Context: an optimization exercise on an open-source flow, tuned for small area, a short achievable clock period and few clock cycles per item. The choices shown serve that exercise and are no tape-out recipe.
Only simulation tests tie the RTL to the original design; equivalence was not proved.
Power is estimated from default activity; no workload was simulated.

[flow/run.sh]
#!/bin/bash
# synth_recipe.tcl (not shown) runs the flow's synth.tcl, then flattens the netlist and writes it again
# the make line also repeats each setting of config.mk as NAME=value (left out here)
make -C /OpenROAD-flow-scripts/flow DESIGN_CONFIG=/design/flow/config.mk WORK_HOME=/design/flow/orfs CLKGATE_MAP_FILE= SYNTH_SCRIPT=/design/flow/synth_recipe.tcl finish
[flow/config.mk]
export PLATFORM = sky130hd
export DESIGN_NAME = gradient_row_span_generator
export DESIGN_NICKNAME = gradient_row_span_generator
export VERILOG_FILES = /design/flow/design.v
export SDC_FILE = /design/flow/constraint.sdc
export NUM_CORES = 4
export LEC_CHECK = 0
export CAP_MARGIN = 20
export CORE_MARGIN = 2
export CORE_UTILIZATION = 40
export SLEW_MARGIN = 20
[flow/constraint.sdc]
create_clock -name core_clock -period 8.5 [get_ports {clk_i}]
set_input_delay 1.7000 -clock core_clock [delete_from_list [all_inputs] [get_ports {clk_i}]]
set_output_delay 1.7000 -clock core_clock [all_outputs]
set_load 0.01 [all_outputs]
[flow/design.v]
package grsg_pkg;
  localparam int unsigned DimWidth     = 14;
  localparam int unsigned CoordWidth   = 16;
  localparam int unsigned RowWidth     = 15;
  localparam int unsigned ColorWidth   = 24;
  localparam int unsigned AddrWidth    = 26;
  localparam int unsigned NumChannels  = 3;
  localparam int unsigned ChanWidth    = 8;
  localparam int unsigned QuoWidth     = 8;
  localparam int unsigned NumWidth     = ChanWidth + RowWidth;
  localparam int unsigned RemWidth     = NumWidth + 1;
  localparam int unsigned InDataWidth  = 128;
  localparam int unsigned OutDataWidth = 64;
  localparam int unsigned CfgIdxWidth  = 2;
  localparam int unsigned DivBits      = 1 + AddrWidth + DimWidth + ColorWidth + NumChannels
                                       + RowWidth + NumChannels * (NumWidth + QuoWidth);
  localparam logic [DimWidth-1:0] FbWidthRst    = 14'd640;
  localparam logic [DimWidth-1:0] FbHeightRst   = 14'd480;
  localparam logic [DimWidth-1:0] LineStrideRst = 14'd640;
  typedef enum logic [CfgIdxWidth-1:0] {
    CfgFbWidth    = 2'd0,
    CfgFbHeight   = 2'd1,
    CfgLineStride = 2'd2
  } cfg_reg_e;
  typedef struct packed {
    logic [DimWidth-1:0] fb_width;
    logic [DimWidth-1:0] fb_height;
    logic [DimWidth-1:0] line_stride;
  } cfg_t;
  typedef struct packed {
    logic [CoordWidth-1:0] rect_x;
    logic [CoordWidth-1:0] rect_y;
    logic [CoordWidth-1:0] rect_width;
    logic [CoordWidth-1:0] rect_height;
    logic [ColorWidth-1:0] top_color;
    logic [ColorWidth-1:0] bottom_color;
    logic [RowWidth-1:0]   row_index;
  } rect_t;
  typedef struct packed {
    logic                  ok;
    logic [DimWidth-1:0]   py;
    logic [DimWidth-1:0]   x0;
    logic [DimWidth-1:0]   len;
    logic [RowWidth-1:0]   dvs;
    logic [RowWidth-1:0]   row;
    logic [ColorWidth-1:0] top_color;
    logic [ColorWidth-1:0] bottom_color;
  } clip_t;
  typedef struct packed {
    logic                                  ok;
    logic [AddrWidth-1:0]                  addr;
    logic [DimWidth-1:0]                   len;
    logic [ColorWidth-1:0]                 top_color;
    logic [NumChannels-1:0]                neg;
    logic [RowWidth-1:0]                   dvs;
    logic [NumChannels-1:0][NumWidth-1:0]  rem;
    logic [NumChannels-1:0][QuoWidth-1:0]  quo;
  } div_t;
  typedef struct packed {
    logic [ColorWidth-1:0] row_color;
    logic [DimWidth-1:0]   span_length;
    logic [AddrWidth-1:0]  start_address;
    logic                  span_valid;
  } span_t;
endpackage
module grsg_clip (
  input  logic           clk_i,
  input  logic           rst_ni,
  input  grsg_pkg::cfg_t  cfg_i,
  input  logic           valid_i,
  output logic           ready_o,
  input  grsg_pkg::rect_t data_i,
  output logic           valid_o,
  input  logic           ready_i,
  output grsg_pkg::clip_t data_o
);
  logic    in_valid_q;
  grsg_pkg::rect_t   in_q;
  logic    clip_valid_q;
  grsg_pkg::clip_t   clip_d, clip_q;
  logic    clip_ready;
  logic [grsg_pkg::CoordWidth:0]   py_s;
  logic [grsg_pkg::CoordWidth:0]   xe_s;
  logic [grsg_pkg::DimWidth-1:0]   x0;
  logic [grsg_pkg::DimWidth-1:0]   x1;
  logic                  ok_h;
  logic                  ok_y;
  logic                  ok_x;
  assign clip_ready = !clip_valid_q || ready_i;
  assign ready_o    = !in_valid_q || clip_ready;
  always_comb begin
    py_s = {in_q.rect_y[grsg_pkg::CoordWidth-1], in_q.rect_y} + {2'b00, in_q.row_index};
    xe_s = {in_q.rect_x[grsg_pkg::CoordWidth-1], in_q.rect_x}
         + {in_q.rect_width[grsg_pkg::CoordWidth-1], in_q.rect_width};
    ok_h = !in_q.rect_height[grsg_pkg::CoordWidth-1] && (in_q.rect_height != '0)
        && ({1'b0, in_q.row_index} < in_q.rect_height);
    ok_y = !py_s[grsg_pkg::CoordWidth]
        && (py_s[grsg_pkg::CoordWidth-1:0] < {2'b00, cfg_i.fb_height});
    if (in_q.rect_x[grsg_pkg::CoordWidth-1]) begin
      x0 = '0;
    end else if (in_q.rect_x > {2'b00, cfg_i.fb_width}) begin
      x0 = cfg_i.fb_width;
    end else begin
      x0 = in_q.rect_x[grsg_pkg::DimWidth-1:0];
    end
    if (xe_s[grsg_pkg::CoordWidth]) begin
      x1 = '0;
    end else if (xe_s[grsg_pkg::CoordWidth-1:0] > {2'b00, cfg_i.fb_width}) begin
      x1 = cfg_i.fb_width;
    end else begin
      x1 = xe_s[grsg_pkg::DimWidth-1:0];
    end
    ok_x = x1 > x0;
    clip_d.ok  = ok_h && ok_y && ok_x;
    clip_d.py  = py_s[grsg_pkg::DimWidth-1:0];
    clip_d.x0  = x0;
    clip_d.len = x1 - x0;
    if (!in_q.rect_height[grsg_pkg::CoordWidth-1] && (in_q.rect_height[grsg_pkg::RowWidth-1:0] > 15'd1)) begin
      clip_d.dvs = in_q.rect_height[grsg_pkg::RowWidth-1:0] - 15'd1;
    end else begin
      clip_d.dvs = 15'd1;
    end
    clip_d.row          = in_q.row_index;
    clip_d.top_color    = in_q.top_color;
    clip_d.bottom_color = in_q.bottom_color;
  end
  always_ff @(posedge clk_i or negedge rst_ni) begin
    if (!rst_ni) begin
      in_valid_q   <= 1'b0;
      clip_valid_q <= 1'b0;
    end else begin
      if (ready_o) begin
        in_valid_q <= valid_i;
      end
      if (clip_ready) begin
        clip_valid_q <= in_valid_q;
      end
    end
  end
  always_ff @(posedge clk_i) begin
    if (ready_o && valid_i) begin
      in_q <= data_i;
    end
    if (clip_ready && in_valid_q) begin
      clip_q <= clip_d;
    end
  end
  assign valid_o = clip_valid_q;
  assign data_o  = clip_q;
endmodule
module grsg_mul (
  input  logic           clk_i,
  input  logic           rst_ni,
  input  grsg_pkg::cfg_t  cfg_i,
  input  logic           valid_i,
  output logic           ready_o,
  input  grsg_pkg::clip_t data_i,
  output logic           valid_o,
  input  logic           ready_i,
  output grsg_pkg::div_t  data_o
);
  logic  valid_q;
  grsg_pkg::div_t  div_d, div_q;
  logic [2*grsg_pkg::DimWidth-1:0]                 prod;
  logic [2*grsg_pkg::DimWidth-1:0]                 sum;
  logic [grsg_pkg::NumChannels-1:0][grsg_pkg::ChanWidth-1:0] c0;
  logic [grsg_pkg::NumChannels-1:0][grsg_pkg::ChanWidth-1:0] c1;
  logic [grsg_pkg::NumChannels-1:0][grsg_pkg::ChanWidth-1:0] mag;
  assign ready_o = !valid_q || ready_i;
  always_comb begin
    prod = (2*grsg_pkg::DimWidth)'(data_i.py) * (2*grsg_pkg::DimWidth)'(cfg_i.line_stride);
    sum  = prod + {{grsg_pkg::DimWidth{1'b0}}, data_i.x0};
    div_d.ok        = data_i.ok;
    div_d.addr      = sum[grsg_pkg::AddrWidth-1:0];
    div_d.len       = data_i.len;
    div_d.top_color = data_i.top_color;
    div_d.dvs       = data_i.dvs;
    div_d.quo       = '0;
    for (int ch = 0; ch < grsg_pkg::NumChannels; ch++) begin
      c0[ch]          = data_i.top_color[ch*grsg_pkg::ChanWidth +: grsg_pkg::ChanWidth];
      c1[ch]          = data_i.bottom_color[ch*grsg_pkg::ChanWidth +: grsg_pkg::ChanWidth];
      div_d.neg[ch]   = c1[ch] < c0[ch];
      mag[ch]         = div_d.neg[ch] ? (c0[ch] - c1[ch]) : (c1[ch] - c0[ch]);
      div_d.rem[ch]   = grsg_pkg::NumWidth'(mag[ch]) * grsg_pkg::NumWidth'(data_i.row);
    end
  end
  always_ff @(posedge clk_i or negedge rst_ni) begin
    if (!rst_ni) begin
      valid_q <= 1'b0;
    end else if (ready_o) begin
      valid_q <= valid_i;
    end
  end
  always_ff @(posedge clk_i) begin
    if (ready_o && valid_i) begin
      div_q <= div_d;
    end
  end
  assign valid_o = valid_q;
  assign data_o  = div_q;
endmodule
module grsg_div_step #(
  parameter int unsigned Bit = 0
) (
  input  logic          clk_i,
  input  logic          rst_ni,
  input  logic          valid_i,
  output logic          ready_o,
  input  grsg_pkg::div_t data_i,
  output logic          valid_o,
  input  logic          ready_i,
  output grsg_pkg::div_t data_o
);
  logic  valid_q;
  grsg_pkg::div_t  div_d, div_q;
  logic [grsg_pkg::RemWidth-1:0]                   shifted;
  logic [grsg_pkg::NumChannels-1:0][grsg_pkg::RemWidth-1:0]  trial;
  assign ready_o = !valid_q || ready_i;
  always_comb begin
    div_d   = data_i;
    shifted = grsg_pkg::RemWidth'(data_i.dvs) << Bit;
    for (int ch = 0; ch < grsg_pkg::NumChannels; ch++) begin
      trial[ch] = {1'b0, data_i.rem[ch]} - shifted;
      if (!trial[ch][grsg_pkg::RemWidth-1]) begin
        div_d.rem[ch]      = trial[ch][grsg_pkg::NumWidth-1:0];
        div_d.quo[ch][Bit] = 1'b1;
      end
    end
  end
  always_ff @(posedge clk_i or negedge rst_ni) begin
    if (!rst_ni) begin
      valid_q <= 1'b0;
    end else if (ready_o) begin
      valid_q <= valid_i;
    end
  end
  always_ff @(posedge clk_i) begin
    if (ready_o && valid_i) begin
      div_q <= div_d;
    end
  end
  assign valid_o = valid_q;
  assign data_o  = div_q;
endmodule
module grsg_out (
  input  logic           clk_i,
  input  logic           rst_ni,
  input  logic           valid_i,
  output logic           ready_o,
  input  grsg_pkg::div_t  data_i,
  output logic           valid_o,
  input  logic           ready_i,
  output grsg_pkg::span_t data_o
);
  logic   valid_q;
  grsg_pkg::span_t  span_d, span_q;
  logic [grsg_pkg::NumChannels-1:0][grsg_pkg::ChanWidth-1:0] c0;
  logic [grsg_pkg::NumChannels-1:0][grsg_pkg::ChanWidth-1:0] col;
  assign ready_o = !valid_q || ready_i;
  always_comb begin
    for (int ch = 0; ch < grsg_pkg::NumChannels; ch++) begin
      c0[ch]  = data_i.top_color[ch*grsg_pkg::ChanWidth +: grsg_pkg::ChanWidth];
      col[ch] = data_i.neg[ch] ? (c0[ch] - data_i.quo[ch]) : (c0[ch] + data_i.quo[ch]);
    end
    if (data_i.ok) begin
      span_d.span_valid    = 1'b1;
      span_d.start_address = data_i.addr;
      span_d.span_length   = data_i.len;
      span_d.row_color     = col;
    end else begin
      span_d = '0;
    end
  end
  always_ff @(posedge clk_i or negedge rst_ni) begin
    if (!rst_ni) begin
      valid_q <= 1'b0;
    end else if (ready_o) begin
      valid_q <= valid_i;
    end
  end
  always_ff @(posedge clk_i) begin
    if (ready_o && valid_i) begin
      span_q <= span_d;
    end
  end
  assign valid_o = valid_q;
  assign data_o  = span_q;
endmodule
module gradient_row_span_generator #(
  parameter int unsigned FbMaxDim = 8192
) (
  input  logic                                  clk_i,
  input  logic                                  rst_ni,
  input  logic                                  s_axis_tvalid,
  output logic                                  s_axis_tready,
  input  logic [grsg_pkg::InDataWidth-1:0]      s_axis_tdata,
  output logic                                  m_axis_tvalid,
  input  logic                                  m_axis_tready,
  output logic [grsg_pkg::OutDataWidth-1:0]     m_axis_tdata,
  output logic                                  m_axis_tuser,
  input  logic                                  cfg_we_i,
  input  logic [grsg_pkg::CfgIdxWidth-1:0]      cfg_idx_i,
  input  logic [grsg_pkg::DimWidth-1:0]         cfg_wdata_i
);
  grsg_pkg::cfg_t                cfg_d, cfg_q;
  logic [grsg_pkg::DimWidth-1:0] wdata_sat;
  grsg_pkg::rect_t               in_data;
  logic   clip_valid, clip_ready;
  grsg_pkg::clip_t  clip_data;
  logic [grsg_pkg::QuoWidth:0] div_valid;
  logic [grsg_pkg::QuoWidth:0] div_ready;
  logic [grsg_pkg::QuoWidth:0][grsg_pkg::DivBits-1:0] div_data;
  grsg_pkg::span_t  span_data;
  assign wdata_sat = ({1'b0, cfg_wdata_i} > (grsg_pkg::DimWidth+1)'(FbMaxDim))
                   ? grsg_pkg::DimWidth'(FbMaxDim) : cfg_wdata_i;
  always_comb begin
    cfg_d = cfg_q;
    case (cfg_idx_i)
      grsg_pkg::CfgFbWidth:    cfg_d.fb_width    = wdata_sat;
      grsg_pkg::CfgFbHeight:   cfg_d.fb_height   = wdata_sat;
      grsg_pkg::CfgLineStride: cfg_d.line_stride = wdata_sat;
      default: ;
    endcase
  end
  always_ff @(posedge clk_i or negedge rst_ni) begin
    if (!rst_ni) begin
      cfg_q.fb_width    <= grsg_pkg::FbWidthRst;
      cfg_q.fb_height   <= grsg_pkg::FbHeightRst;
      cfg_q.line_stride <= grsg_pkg::LineStrideRst;
    end else if (cfg_we_i) begin
      cfg_q <= cfg_d;
    end
  end
  assign in_data.rect_x       = s_axis_tdata[15:0];
  assign in_data.rect_y       = s_axis_tdata[31:16];
  assign in_data.rect_width   = s_axis_tdata[47:32];
  assign in_data.rect_height  = s_axis_tdata[63:48];
  assign in_data.top_color    = s_axis_tdata[87:64];
  assign in_data.bottom_color = s_axis_tdata[111:88];
  assign in_data.row_index    = s_axis_tdata[126:112];
  grsg_clip u_clip (
    .clk_i   (clk_i),
    .rst_ni  (rst_ni),
    .cfg_i   (cfg_q),
    .valid_i (s_axis_tvalid),
    .ready_o (s_axis_tready),
    .data_i  (in_data),
    .valid_o (clip_valid),
    .ready_i (clip_ready),
    .data_o  (clip_data)
  );
  grsg_mul u_mul (
    .clk_i   (clk_i),
    .rst_ni  (rst_ni),
    .cfg_i   (cfg_q),
    .valid_i (clip_valid),
    .ready_o (clip_ready),
    .data_i  (clip_data),
    .valid_o (div_valid[0]),
    .ready_i (div_ready[0]),
    .data_o  (div_data[0])
  );
  for (genvar g = 0; g < grsg_pkg::QuoWidth; g++) begin : gen_div
    grsg_div_step #(
      .Bit (grsg_pkg::QuoWidth - 1 - g)
    ) u_div_step (
      .clk_i   (clk_i),
      .rst_ni  (rst_ni),
      .valid_i (div_valid[g]),
      .ready_o (div_ready[g]),
      .data_i  (div_data[g]),
      .valid_o (div_valid[g+1]),
      .ready_i (div_ready[g+1]),
      .data_o  (div_data[g+1])
    );
  end
  grsg_out u_out (
    .clk_i   (clk_i),
    .rst_ni  (rst_ni),
    .valid_i (div_valid[grsg_pkg::QuoWidth]),
    .ready_o (div_ready[grsg_pkg::QuoWidth]),
    .data_i  (div_data[grsg_pkg::QuoWidth]),
    .valid_o (m_axis_tvalid),
    .ready_i (m_axis_tready),
    .data_o  (span_data)
  );
  assign m_axis_tdata = {span_data.row_color, span_data.span_length, span_data.start_address};
  assign m_axis_tuser = span_data.span_valid;
endmodule
==> run notes <==
Synthesis
The leading cell type by number of instances after synthesis is sky130_fd_sc_hd__edfxtp_1. After synthesis, the cell types taking the most area are sky130_fd_sc_hd__edfxtp_1, sky130_fd_sc_hd__ha_1, sky130_fd_sc_hd__fa_1. In this run, distinct cell masters in the synthesized netlist total between 80 and 90. Synthesis handed over a netlist of 7993 instances. The area of the mapped netlist is 98710 µm². The synthesized design devotes to its leading area cell type between 50% and 60% of total area. Counting flops with a built-in enable in the synthesized netlist gives ~1700.

The mean post-synth cell area is 12.35 µm². The commonest cells after synthesis are sky130_fd_sc_hd__edfxtp_1, sky130_fd_sc_hd__inv_1, sky130_fd_sc_hd__ha_1. The most used flip-flop cell after synthesis is sky130_fd_sc_hd__edfxtp_1. The number of nets handed over by synthesis was 9303. The synthesis warning total is 12.

The dominant cell type by area after synthesis is sky130_fd_sc_hd__edfxtp_1. Summing the sequential cell areas from Yosys gives between 50 and 60% of the chip area. In the synthesized netlist the async set-or-reset flop fraction comes to 3.070%. The number of synthesized register bits is 1759.

STA
After layout, the worst path uses roughly 93% of the clock period. Measured against its own limit, the worst slew margin works out to 26.24%. The worst hold slack is between 0.3 and 0.4 ns.

Setup repair after global routing left no endpoint under its margin. The number of hold violations in the final report is 0. Setup total negative slack on the finished layout was measured at 0 ns.

On the final layout, the worst clock skew is 0.05807 ns. The transition at the pin with the smallest max-transition slack is 1.106 ns. The count of pins over their slew limit is 0.

The number of endpoints failing setup at the final stage is 0. Subtracting the final worst setup slack from the clock period gives 7.939 ns. For this run, the top clock speed supported by timing is 126.0 MHz.

CTS
The tree built by TritonCTS fans out to 1759 sinks. Post-CTS timing repair inserted 0 buffers for setup. Buffers inserted during clock tree synthesis total 186. The clock root buffer is sky130_fd_sc_hd__clkbuf_16. TritonCTS built the clock tree. The H-tree was split into 4 levels. Clock-pin slew was measured on the worst setup and hold paths at 0.06 ns.

The clock passes through at most 3 buffers. The clock latency at the later pin of the worst-skew pair is 0.86 ns.

Die
The core box area is approximately 250000 µm². approximately 220 I/O pins were placed. The total die area is 250800 µm². The die is about 500 µm tall. Row generation in the floorplan step produced 182 rows. The horizontal extent of the die is 500.8 µm. Once the floorplan was initialized, standard cells occupied 40.18% of the core.

Setup path
For this run, the slowest stage of the critical path takes 0.63 ns. The slowest cell on the critical path is sky130_fd_sc_hd__o311ai_0. For the worst setup path, the data required time is 9.10 ns.

In this run the worst path has a maximum fanout of 15. The nature of the critical path endpoint is a flop. The data arrival time of the critical path is 8.54 ns. STA classifies the critical path startpoint as a flop. The critical setup path kind is flop to flop. The most numerous cell type found on the critical path is sky130_fd_sc_hd__fa_1.

Drt
The remaining antenna violation count is 0. The total DRC errors in the routed layout is 0. The number of design-rule violations left by the first detailed-router iteration is 3663. The average via count per standard cell is 5.047. The average wire per cell in the routed design is 18.00 µm. The total wirelength of the detailed-routed design is 210100 µm. Before antenna repair, the detailed router went through 6 iterations. The detailed-route via count is 58880.

Final layout
In the final layout, the multi-input gates occupy 42430 µm². In the final layout, flip-flops and latches occupy 52560 µm². After routing the design area is 111100 µm². Compared with the post-synthesis result, the final layout area differs by 12.54%. The final net count is 9597. The fraction of final layout cells sized beyond drive strength 1 is 6.926%. The filler cell count in the final layout is 21910.

Cells fill ~45% of the core in the end.

Worst hold path
The worst hold path class is flop to flop.

Global routing
The aggregate global routing overflow is 0. The initial antenna violation count came to 3. The first global-routing pass estimated 336100 µm of wire. The via count of the first global-routing pass came to approximately 62000. The global-route usage over all layers is 16.92%. Entering global routing, the biggest net connects between 150 and 200 pins.

Place
During placement, the flow inserted port buffers numbering 214. The routability congestion estimate is around 0.9. After detailed placement, the total cell area comes to ~100000 µm². The HPWL after detailed placement is 160600 µm.

Power
The maximum ir drop on the vdd rail is 0.0002980 V. The reported leakage power is approximately 44 nW. Dividing total power by cell area gives a power density of around 400 nW/µm².

Flow run
Across the run, the number of max-cap violations was 0.

Status
The run finished with no timing, DRC or antenna violations.
[cell usage in the layout (no fill, tap or decap), types with 100 or more instances in the layout]
cell type                         instances
sky130_fd_sc_hd__edfxtp_1              1705
sky130_fd_sc_hd__inv_1                  834
sky130_fd_sc_hd__ha_1                   740
sky130_fd_sc_hd__nand2_1                544
sky130_fd_sc_hd__nor2_1                 495
sky130_fd_sc_hd__fa_1                   421
sky130_fd_sc_hd__a21oi_1                418
sky130_fd_sc_hd__and2_1                 334
sky130_fd_sc_hd__o21ai_0                319
sky130_fd_sc_hd__xnor2_1                260
sky130_fd_sc_hd__clkdlybuf4s50_1        213
sky130_fd_sc_hd__clkbuf_16              190
sky130_fd_sc_hd__nor2b_1                163
sky130_fd_sc_hd__xor2_1                 155
sky130_fd_sc_hd__nor3_1                 138
sky130_fd_sc_hd__mux2_2                 133
sky130_fd_sc_hd__nand2b_1               117
sky130_fd_sc_hd__o21a_1                 114
sky130_fd_sc_hd__a21o_1                 113
sky130_fd_sc_hd__nand3_1                100
[cell type report]
cell class              count  share of cell area, %
inverters                 835                  2.821
multi-input cells        5229                  38.20
well taps                3220                  3.626
clock inverters           124                  1.161
flip-flops and latches   1759                  47.31
repair buffers            276                  2.455
diodes                      1               0.002252
clock buffers             223                  4.427
[path summary, 6_finish.rpt]
kind / from / endpoint / slack, ns / cells after the start
hold / removal: gen_div[6].u_div_step.div_q[154] / gen_div[7].u_div_step.div_q[154] / 0.39 / 0
setup reg to reg: u_clip.clip_q[8] / u_mul.div_q[69] / 0.56 / 28
setup / recovery: u_clip.clip_q[8] / u_mul.div_q[69] / 0.56 / 28
max in group asynchronous: rst_ni / cfg_q[14] / 6.85 / 2
min in group asynchronous: rst_ni / gen_div[7].u_div_step.valid_q / 1.02 / 2
hold reg to reg: gen_div[6].u_div_step.div_q[154] / gen_div[7].u_div_step.div_q[154] / 0.39 / 0
[report_power, final]
group          leakage (nW)  internal, mW  total (mW)  switching (mW)
sequential             17.3          13.7        15.2            1.51
combinational          24.1          8.87        20.8            11.9
clock                  2.96          4.64        8.08            3.44
total                  44.4          27.2        44.1            16.9
[state kept, by name, summed over array words and instances (netlist names)]
| signal | cells |
|---|---|
| gen_div.u_div_step.div_q | 1240 |
| u_mul.div_q | 152 |
| u_clip.in_q | 127 |
| u_clip.clip_q | 121 |
| u_out.span_q | 65 |
| cfg_q | 42 |
| gen_div.u_div_step.valid_q | 8 |
| u_clip.clip_valid_q | 1 |
| u_clip.in_valid_q | 1 |
| u_mul.valid_q | 1 |
| u_out.valid_q | 1 |
[layer usage]
metal | track usage [%] | wire, µm | vias to the layer above
met3 | 2.259 | 7073 | 305
met4 | 4.970 | 5477 | 2
met5 | 0 | 18 | -
met1 | 22.30 | 95290 | 28840
li1 | - | - | 28750
met2 | 29.05 | 102200 | 988
[critical path, delay by kind of cell (launching register included)]
kind / cells / cell delay [ns]
adders and majority gates: 7 / 2.69
AOI/OAI and AO/OA: 9 / 2.65
and+or+nand+nor: 4 / 0.87
buffers and inverters: 5 / 0.42
DFF: 1 / 0.40
muxes: 1 / 0.39
xor gates and xnor gates: 2 / 0.26
[kinds of logic after synthesis]
family          count (synthesis)  synth area share (%)
flops                        1759                 53.24
compound gates               1310                 8.306
buf+inv                      1005                 3.853
mux                           208                 2.278
xor+xnor                      416                 3.691
simple gates                 2134                 10.71
fa+ha+maj                    1161                 17.92
[metrics by stage]
| stage | std cells | power (mW) | worst slack [ns] |
|---|---|---|---|
| 2_1_floorplan | 7993 | 30.43 | 1.609 |
| 3_3_place_gp | 11320 | 35.58 | 0.6441 |
| 3_5_place_dp | 11320 | 36.15 | 0.6681 |
| 4_1_cts | 11670 | 44.47 | 0.6335 |
| 5_1_grt | 11670 | 47.70 | 0.02363 |
| 6_report | 11670 | 44.09 | 0.5608 |
[timing repair]
item                       CTS  global route
hold buffers                 0             0
setup endpoints to repair    0             1
resized for setup            0             1
Testbench counts, summed over its fixed seeds: cycles 16,096, items 16,000.

[what the ideal ports hide]
Ports are ideal in the flow. The routed layout listed here was re-timed in OpenROAD.
Step 1 sets driving cells, clkbuf_16 on the clock port and buf_2 on the other inputs (assumed; they add their load-dependent delay and slew).
Step 2 also shifts input and output timing later by t, the mid clock arrival at the registers, as if the neighbouring blocks saw the same clock.
Three values: ideal ports, drivers, drivers and shift; two values: the first two.
t, ns: 0.919
slack for setup (ns): 0.561 / 0.561 / 0.561
clock arrival spread, ns: 0.063 / 0.063
slew at the worst register clock pin (ns): 0.07 / 0.07
worst slew at a driven data input, ns: 0.08
After both steps this run still meets setup and hold. For this run, drivers alone change the setup slack by 0.000 ns; drivers and shift together by 0.000 ns.
